This is an optimization exercise on Yosys and OpenROAD, whose aim is small area and a short achievable clock period, not a production implementation.
In this exercise RTL edits were held to simulation tests only and were not proved equivalent to the original.
Power and IR drop assume default switching activity.

==> juniper <==
==> flow/design.v <==
package mem_pkg;
   localparam int WORD_SIZE = 16;
endpackage
module sp_ram #(
   parameter int WORD_SIZE = 16,
   parameter int DEPTH     = 256
) (
   input  logic                     clk,
   input  logic                     we,      
   input  logic [$clog2(DEPTH)-1:0] addr,
   input  logic [WORD_SIZE-1:0]     wdata,
   output logic [WORD_SIZE-1:0]     rdata
);
   logic                       ph;
   logic [DEPTH*WORD_SIZE-1:0] q;
   logic [WORD_SIZE-1:0]       col;
   logic [DEPTH-1:0]           wr, wr_n, sel_n;
   logic [WORD_SIZE-1:0]       rd_q;
   always_ff @(posedge clk) ph <= ~ph;
   assign col = wdata ^ {WORD_SIZE{ph}};
   ram_dec #(.DEPTH(DEPTH)) u_dec (
      .we   (we),
      .addr (addr),
      .wr   (wr),
      .wr_n (wr_n),
      .sel_n(sel_n)
   );
   for (genvar r = 0; r < DEPTH; r++) begin : g_row
      always_ff @(posedge clk)
         q[r*WORD_SIZE +: WORD_SIZE] <= ~((q[r*WORD_SIZE +: WORD_SIZE] | {WORD_SIZE{wr[r]}}) &
                                          ({WORD_SIZE{wr_n[r]}} | col));
   end
   for (genvar b = 0; b < WORD_SIZE; b++) begin : g_col
      logic [DEPTH/2-1:0] pr;
      for (genvar p = 0; p < DEPTH / 2; p++) begin : g_pair
         rd_pair u_pair (
            .q0 (q[(2*p)*WORD_SIZE + b]),
            .q1 (q[(2*p+1)*WORD_SIZE + b]),
            .s0n(sel_n[2*p]),
            .s1n(sel_n[2*p+1]),
            .y  (pr[p])
         );
      end
      rd_or #(.N(DEPTH / 2)) u_or (.a(pr), .y(rd_q[b]));
   end
   always_ff @(posedge clk) rdata <= ~rd_q ^ {WORD_SIZE{ph}};
endmodule
module ram_dec #(
   parameter int DEPTH = 256
) (
   input  logic                     we,
   input  logic [$clog2(DEPTH)-1:0] addr,
   output logic [DEPTH-1:0]         wr,
   output logic [DEPTH-1:0]         wr_n,
   output logic [DEPTH-1:0]         sel_n
);
   localparam int AW = $clog2(DEPTH);
   for (genvar r = 0; r < DEPTH; r++) begin : g_row
      assign sel_n[r] = (addr != AW'(r));
      assign wr[r]    = we & (addr == AW'(r));
      assign wr_n[r]  = ~(we & (addr == AW'(r)));
   end
endmodule
module rd_pair (
   input  logic q0,
   input  logic q1,
   input  logic s0n,
   input  logic s1n,
   output logic y
);
   assign y = ~((q0 | s0n) & (q1 | s1n));
endmodule
module rd_or #(
   parameter int N = 128
) (
   input  logic [N-1:0] a,
   output logic         y
);
   assign y = |a;
endmodule
import mem_pkg::*;
module data_mem_responder #(
   parameter int DEPTH       = 256,
   parameter int WAIT_STATES = 2
) (
   input  logic                 Clock,
   input  logic                 Reset,
   input  logic [WORD_SIZE-1:0] Addr,
   input  logic [WORD_SIZE-1:0] WrData,
   input  logic                 Write,
   input  logic                 Read,
   output logic [WORD_SIZE-1:0] RdData,
   output logic                 Waitreq,
   output logic                 ProtoErr
   ,
   output logic [WORD_SIZE-1:0] ReadCount,
   output logic [WORD_SIZE-1:0] WriteCount
);
   localparam int AW = $clog2(DEPTH);
   logic                 w1, w2;         
   logic                 w2rd;           
   logic [WORD_SIZE-1:0] a_l;            
   logic [WORD_SIZE-1:0] d_l;            
   logic                 op_l;           
   logic                 we_p;           
   logic [WORD_SIZE-1:0] ram_rdata;
   logic [WORD_SIZE-1:0] rd_hold;
   logic                 req;
   logic                 go;             
   logic                 done;
   logic                 proto_hit;
   assign req  = Read | Write;
   assign go   = req & ~Reset;
   assign done = go & w2;
   assign Waitreq = go & ~w2;
   assign RdData  = (go & w2rd) ? ram_rdata : rd_hold;
   always_comb begin
      proto_hit = Read & Write;
      if ((w1 | w2) & ~req) proto_hit = 1'b1;
      if (w1 & req & ((Addr != a_l) | (WrData != d_l) | (Write != op_l))) proto_hit = 1'b1;
   end
   always_ff @(posedge Clock) begin
      if (Reset) begin
         w1       <= 1'b0;
         w2       <= 1'b0;
         w2rd     <= 1'b0;
         rd_hold  <= '0;
         ProtoErr <= 1'b0;
      end else begin
         w1   <= ~w1 & ~w2 & req;
         w2   <= w1 & req;
         w2rd <= w1 & req & ~op_l;
         if (go & w2rd) rd_hold <= ram_rdata;
         if (proto_hit) ProtoErr <= 1'b1;
      end
   end
   always_ff @(posedge Clock) begin
      if (~w1 & ~w2) begin
         a_l  <= Addr;
         d_l  <= WrData;
         op_l <= Write;
      end
   end
   always_ff @(posedge Clock) we_p <= done & op_l;
   always_ff @(posedge Clock) begin
      if (Reset) begin
         ReadCount  <= '0;
         WriteCount <= '0;
      end else if (done) begin
         if (~op_l) begin
            if (ReadCount != '1)
               ReadCount <= ReadCount + WORD_SIZE'(1);
         end else if (WriteCount != '1) begin
            WriteCount <= WriteCount + WORD_SIZE'(1);
         end
      end
   end
   sp_ram #(
      .WORD_SIZE(WORD_SIZE),
      .DEPTH    (DEPTH)
   ) u_ram (
      .clk  (Clock),
      .we   (we_p),
      .addr (a_l[AW-1:0]),
      .wdata(d_l),
      .rdata(ram_rdata)
   );
endmodule
==> flow/run.sh <==
#!/bin/bash
# synth_recipe.tcl (not shown) runs the flow's synth.tcl, then flattens the netlist and writes it again
# the make line also repeats each setting of config.mk as NAME=value (left out here)
make -C /OpenROAD-flow-scripts/flow DESIGN_CONFIG=/design/flow/config.mk WORK_HOME=/design/flow/orfs CLKGATE_MAP_FILE= SYNTH_SCRIPT=/design/flow/synth_recipe.tcl finish
==> flow/config.mk <==
export PLATFORM = sky130hd
export DESIGN_NAME = data_mem_responder
export DESIGN_NICKNAME = data_mem_responder
export VERILOG_FILES = /design/flow/design.v
export SDC_FILE = /design/flow/constraint.sdc
export NUM_CORES = 4
export LEC_CHECK = 0
export CAP_MARGIN = 20
export CORE_MARGIN = 2
export CORE_UTILIZATION = 40
export SLEW_MARGIN = 20
export SYNTH_HIERARCHICAL = 1
export SYNTH_MINIMUM_KEEP_SIZE = 0
==> flow/constraint.sdc <==
create_clock -name core_clock -period 5.2 [get_ports {Clock}]
set_input_delay 1.0400 -clock core_clock [delete_from_list [all_inputs] [get_ports {Clock}]]
set_output_delay 1.0400 -clock core_clock [all_outputs]
set_load 0.01 [all_outputs]
==> yarrow (differences from juniper) <==
==> flow/design.v (replaced) <==
package mem_pkg;
   localparam int WORD_SIZE = 16;
endpackage
module sp_ram #(
   parameter int WORD_SIZE = 16,
   parameter int DEPTH     = 256
) (
   input  logic                 clk,
   input  logic [15:0]          rlo,
   input  logic [DEPTH/16-1:0]  rhi,
   input  logic [15:0]          we_lo,
   input  logic [DEPTH/16-1:0]  whi,
   input  logic [WORD_SIZE-1:0] wdata,
   output logic [WORD_SIZE-1:0] rdata
);
   logic                       ph;
   logic [DEPTH*WORD_SIZE-1:0] q;
   logic [WORD_SIZE-1:0]       col;
   logic [DEPTH-1:0]           wr, wr_n, sel_n;
   logic [WORD_SIZE-1:0]       rd_q;
   always_ff @(posedge clk) ph <= ~ph;
   assign col = wdata ^ {WORD_SIZE{ph}};
   for (genvar r = 0; r < DEPTH; r++) begin : g_row
      g_nand2 u_sel (.a(rlo[r % 16]), .b(rhi[r / 16]), .y(sel_n[r]));
      g_and2  u_wr  (.a(we_lo[r % 16]), .b(whi[r / 16]), .y(wr[r]));
      g_nand2 u_wrn (.a(we_lo[r % 16]), .b(whi[r / 16]), .y(wr_n[r]));
      always_ff @(posedge clk)
         q[r*WORD_SIZE +: WORD_SIZE] <= ~((q[r*WORD_SIZE +: WORD_SIZE] | {WORD_SIZE{wr[r]}}) &
                                          ({WORD_SIZE{wr_n[r]}} | col));
   end
   for (genvar b = 0; b < WORD_SIZE; b++) begin : g_col
      logic [DEPTH/2-1:0] pr;
      for (genvar p = 0; p < DEPTH / 2; p++) begin : g_pair
         rd_pair u_pair (
            .q0 (q[(2*p)*WORD_SIZE + b]),
            .q1 (q[(2*p+1)*WORD_SIZE + b]),
            .s0n(sel_n[2*p]),
            .s1n(sel_n[2*p+1]),
            .y  (pr[p])
         );
      end
      rd_tree u_tree (.a(pr), .y_n(rd_q[b]));
   end
   assign rdata = rd_q ^ {WORD_SIZE{ph}};
endmodule
module rd_pair (
   input  logic q0,
   input  logic q1,
   input  logic s0n,
   input  logic s1n,
   output logic y
);
   assign y = ~((q0 | s0n) & (q1 | s1n));
endmodule
module rd_tree (
   input  logic [127:0] a,
   output logic         y_n
);
   logic [63:0] l1;    
   logic [31:0] l2;    
   logic [15:0] l3;    
   logic [7:0]  l4;    
   logic [3:0]  l5;    
   logic [1:0]  l6;    
   for (genvar i = 0; i < 64; i++) begin : g_l1
      g_nor2 u (.a(a[2*i]), .b(a[2*i+1]), .y(l1[i]));
   end
   for (genvar i = 0; i < 32; i++) begin : g_l2
      g_nand2 u (.a(l1[2*i]), .b(l1[2*i+1]), .y(l2[i]));
   end
   for (genvar i = 0; i < 16; i++) begin : g_l3
      g_nor2 u (.a(l2[2*i]), .b(l2[2*i+1]), .y(l3[i]));
   end
   for (genvar i = 0; i < 8; i++) begin : g_l4
      g_nand2 u (.a(l3[2*i]), .b(l3[2*i+1]), .y(l4[i]));
   end
   for (genvar i = 0; i < 4; i++) begin : g_l5
      g_nor2 u (.a(l4[2*i]), .b(l4[2*i+1]), .y(l5[i]));
   end
   for (genvar i = 0; i < 2; i++) begin : g_l6
      g_nand2 u (.a(l5[2*i]), .b(l5[2*i+1]), .y(l6[i]));
   end
   g_nor2 u_l7 (.a(l6[0]), .b(l6[1]), .y(y_n));
endmodule
module g_nor2 (
   input  logic a,
   input  logic b,
   output logic y
);
   assign y = ~(a | b);
endmodule
module g_nand2 (
   input  logic a,
   input  logic b,
   output logic y
);
   assign y = ~(a & b);
endmodule
module g_and2 (
   input  logic a,
   input  logic b,
   output logic y
);
   assign y = a & b;
endmodule
import mem_pkg::*;
module data_mem_responder #(
   parameter int DEPTH       = 256,
   parameter int WAIT_STATES = 2
) (
   input  logic                 Clock,
   input  logic                 Reset,
   input  logic [WORD_SIZE-1:0] Addr,
   input  logic [WORD_SIZE-1:0] WrData,
   input  logic                 Write,
   input  logic                 Read,
   output logic [WORD_SIZE-1:0] RdData,
   output logic                 Waitreq,
   output logic                 ProtoErr
   ,
   output logic [WORD_SIZE-1:0] ReadCount,
   output logic [WORD_SIZE-1:0] WriteCount
);
   logic                 w1, w2;         
   logic                 w2rd;           
   logic [WORD_SIZE-1:0] a_l;            
   logic [WORD_SIZE-1:0] d_l;            
   logic                 op_l;           
   logic [15:0]          rlo, rhi;       
   logic [7:0]           wa_l;           
   logic [15:0]          we_lo;          
   logic [15:0]          whi;            
   logic [WORD_SIZE-1:0] ram_rdata;      
   logic [WORD_SIZE-1:0] rd_hold;        
   logic [WORD_SIZE-1:0] rd_done;        
   logic [WORD_SIZE-1:0] hold_nxt;
   logic                 req;
   logic                 go;             
   logic                 done;
   logic                 proto_hit;
   assign req  = Read | Write;
   assign go   = req & ~Reset;
   assign done = go & w2;
   logic read_n, write_n, reset_n, req_n_o;
   g_inv u_rdn (.a(Read),  .y(read_n));
   g_inv u_wrn (.a(Write), .y(write_n));
   g_inv u_rsn (.a(Reset), .y(reset_n));
   for (genvar i = 0; i < WORD_SIZE; i++) begin : g_out
      logic t_done, t_idle, t_rst;
      g_o211ai u_t1 (.a1(Read), .a2(Write), .b1(rd_done[i]), .c1(reset_n), .y(t_done));
      g_nand3  u_t2 (.a(rd_hold[i]), .b(read_n), .c(write_n), .y(t_idle));
      g_nand2  u_t3 (.a(rd_hold[i]), .b(Reset), .y(t_rst));
      g_nand3  u_o  (.a(t_done), .b(t_idle), .c(t_rst), .y(RdData[i]));
   end
   g_nor2 u_reqn (.a(Read), .b(Write), .y(req_n_o));
   g_nor3 u_wq (.a(req_n_o), .b(Reset), .c(w2), .y(Waitreq));
   always_comb begin
      proto_hit = Read & Write;
      if ((w1 | w2) & ~req) proto_hit = 1'b1;
      if (w1 & req & ((Addr != a_l) | (WrData != d_l) | (Write != op_l))) proto_hit = 1'b1;
   end
   assign hold_nxt = (go & w2rd) ? rd_done : rd_hold;
   always_ff @(posedge Clock) begin
      if (Reset) begin
         w1       <= 1'b0;
         w2       <= 1'b0;
         w2rd     <= 1'b0;
         rd_hold  <= '0;
         rd_done  <= '0;
         ProtoErr <= 1'b0;
      end else begin
         w1      <= ~w1 & ~w2 & req;
         w2      <= w1 & req;
         w2rd    <= w1 & req & ~op_l;
         rd_hold <= hold_nxt;
         rd_done <= (w1 & req & ~op_l) ? ram_rdata : hold_nxt;
         if (proto_hit) ProtoErr <= 1'b1;
      end
   end
   always_ff @(posedge Clock) begin
      a_l <= Addr;
      rlo <= 16'(1) << Addr[3:0];
      rhi <= 16'(1) << Addr[7:4];
   end
   always_ff @(posedge Clock) begin
      if (~w1 & ~w2) begin
         d_l  <= WrData;
         op_l <= Write;
         wa_l <= Addr[7:0];
      end
   end
   always_ff @(posedge Clock) we_lo <= {16{done & op_l}} & (16'(1) << wa_l[3:0]);
   assign whi = 16'(1) << wa_l[7:4];
   always_ff @(posedge Clock) begin
      if (Reset) begin
         ReadCount  <= '0;
         WriteCount <= '0;
      end else if (done) begin
         if (~op_l) begin
            if (ReadCount != '1)
               ReadCount <= ReadCount + WORD_SIZE'(1);
         end else if (WriteCount != '1) begin
            WriteCount <= WriteCount + WORD_SIZE'(1);
         end
      end
   end
   sp_ram #(
      .WORD_SIZE(WORD_SIZE),
      .DEPTH    (DEPTH)
   ) u_ram (
      .clk  (Clock),
      .rlo  (rlo),
      .rhi  (rhi),
      .we_lo(we_lo),
      .whi  (whi),
      .wdata(d_l),
      .rdata(ram_rdata)
   );
endmodule
module g_inv (
   input  logic a,
   output logic y
);
   assign y = ~a;
endmodule
module g_nand3 (
   input  logic a,
   input  logic b,
   input  logic c,
   output logic y
);
   assign y = ~(a & b & c);
endmodule
module g_o211ai (
   input  logic a1,
   input  logic a2,
   input  logic b1,
   input  logic c1,
   output logic y
);
   assign y = ~((a1 | a2) & b1 & c1);
endmodule
module g_nor3 (
   input  logic a,
   input  logic b,
   input  logic c,
   output logic y
);
   assign y = ~(a | b | c);
endmodule
==> flow/flow/run.sh (new file) <==
#!/bin/bash
# Own layout flow: the standard layout (standard.sh) with the clock tree
# built without dummy loads. Each make run's full output goes to a log file
# of its own in this folder; ORFS's per-step logs are under orfs/logs.
set -euo pipefail
export CTS_ARGS="-sink_clustering_enable -repair_clock_nets -dont_use_dummy_load -sink_clustering_size 24 -sink_clustering_max_diameter 60"
bash standard.sh synth > log_synth.txt 2>&1
bash standard.sh floorplan > log_floorplan.txt 2>&1
bash standard.sh place > log_place.txt 2>&1
bash standard.sh cts > log_cts.txt 2>&1
bash standard.sh route > log_route.txt 2>&1
bash standard.sh finish > log_finish.txt 2>&1
==> flow/standard.sh (new file) <==
#!/bin/bash
# synth_recipe.tcl (not shown) runs the flow's synth.tcl, then flattens the netlist and writes it again
# the make line also repeats each setting of config.mk as NAME=value (left out here)
make -C /OpenROAD-flow-scripts/flow DESIGN_CONFIG=/design/flow/config.mk WORK_HOME=/design/flow/orfs CLKGATE_MAP_FILE= SYNTH_SCRIPT=/design/flow/synth_recipe.tcl "${@:-finish}"
Settings changed: CORE_UTILIZATION 40 to 50, SETUP_SLACK_MARGIN from default to 2.6, TNS_END_PERCENT from default to 10.
removed: flow/run.sh
==> results by group <==
Detailed routing
  – Routed wire length on met3: 59210 um

Final layout
  – Sequential cell count: 4199
  – Clock buffer cells: 629

Global routing
  – Global-route track usage on met1: 41.25%

Timing
  – Setup slack of the critical path after layout: -0.1660 ns
  – Final Hold Slack: 0.4418 ns
  – Final-report setup violation count: 3

Worst setup path
  – Cells along the critical path: and4b_1, buf_4, nand2_1, o22ai_1, nor4_1, nand4_1, nor4_1, buf_4, nand2_1, xnor2_1

Pwr
  – LEAKAGE: 57.47 nW

Status
  – Failing Checks: setup timing
  – Outcome: complete, but fails checks

Yosys
  – Syn Area/Cell: 10.19 um^2
  – Top-area cell type share of the netlist area: 59.06%
The numbers above come from juniper.

==> results by group <==
Status
  – Outcome: no timing/DRC/antenna violations

Final layout
  – Clock buffer cells: 278
  – ANT cells: 19
  – Sequential cell count: 4254

Timing
  – Final Hold Slack: 0.4408 ns
  – Final-report setup violation count: 0
  – Total negative slack for setup checks: 0 ns

Yosys
  – Top-area cell type share of the netlist area: 58.60%
  – Syn Area/Cell: 9.537 um^2
  – Post-synthesis async set-or-reset flop share: 0%

Pwr
  – LEAKAGE: 60.18 nW

Worst setup path
  – Cells along the critical path: buf_16, buf_12, nand2_8, buf_8, buf_4, o22ai_4, nor2_2, nand2_2, nor2_4, nand2_4, nor2_4, nand2_4, nor2_4, xor2_1, o22a_1

Global routing
  – Global-route track usage on met1: 48.66%

Detailed routing
  – Routed wire length on met3: 54770 um
The numbers above come from yarrow.

static timing again, ports no longer ideal:
How much do the figures lean on ideal ports? The routed layouts below were timed once more, with nothing changed but the port constraints.
Step 1 sets driving cells, clkbuf_16 on the clock port and buf_2 on the other inputs (assumed; they add their load-dependent delay and slew).
Step 2 also shifts input and output timing later by t, the mid clock arrival at the registers, as if the neighbouring blocks saw the same clock.
Three values: ideal ports, drivers, drivers and shift; two values: the first two.
| run | t (ns) | slack for setup (ns) | worst data-port slew with drivers (ns) | cell pins on the clock port's net |
|---|---|---|---|---|
| juniper | 1.109 | -0.166 / -0.166 / -0.166 | 0.09 | 1 |
| yarrow | 1.020 | 2.279 / 2.279 / 1.682 | 0.07 | 1 |
The setup slack of yarrow, which loses most, moves by 0.000 ns with the drivers and by -0.597 ns with both steps.
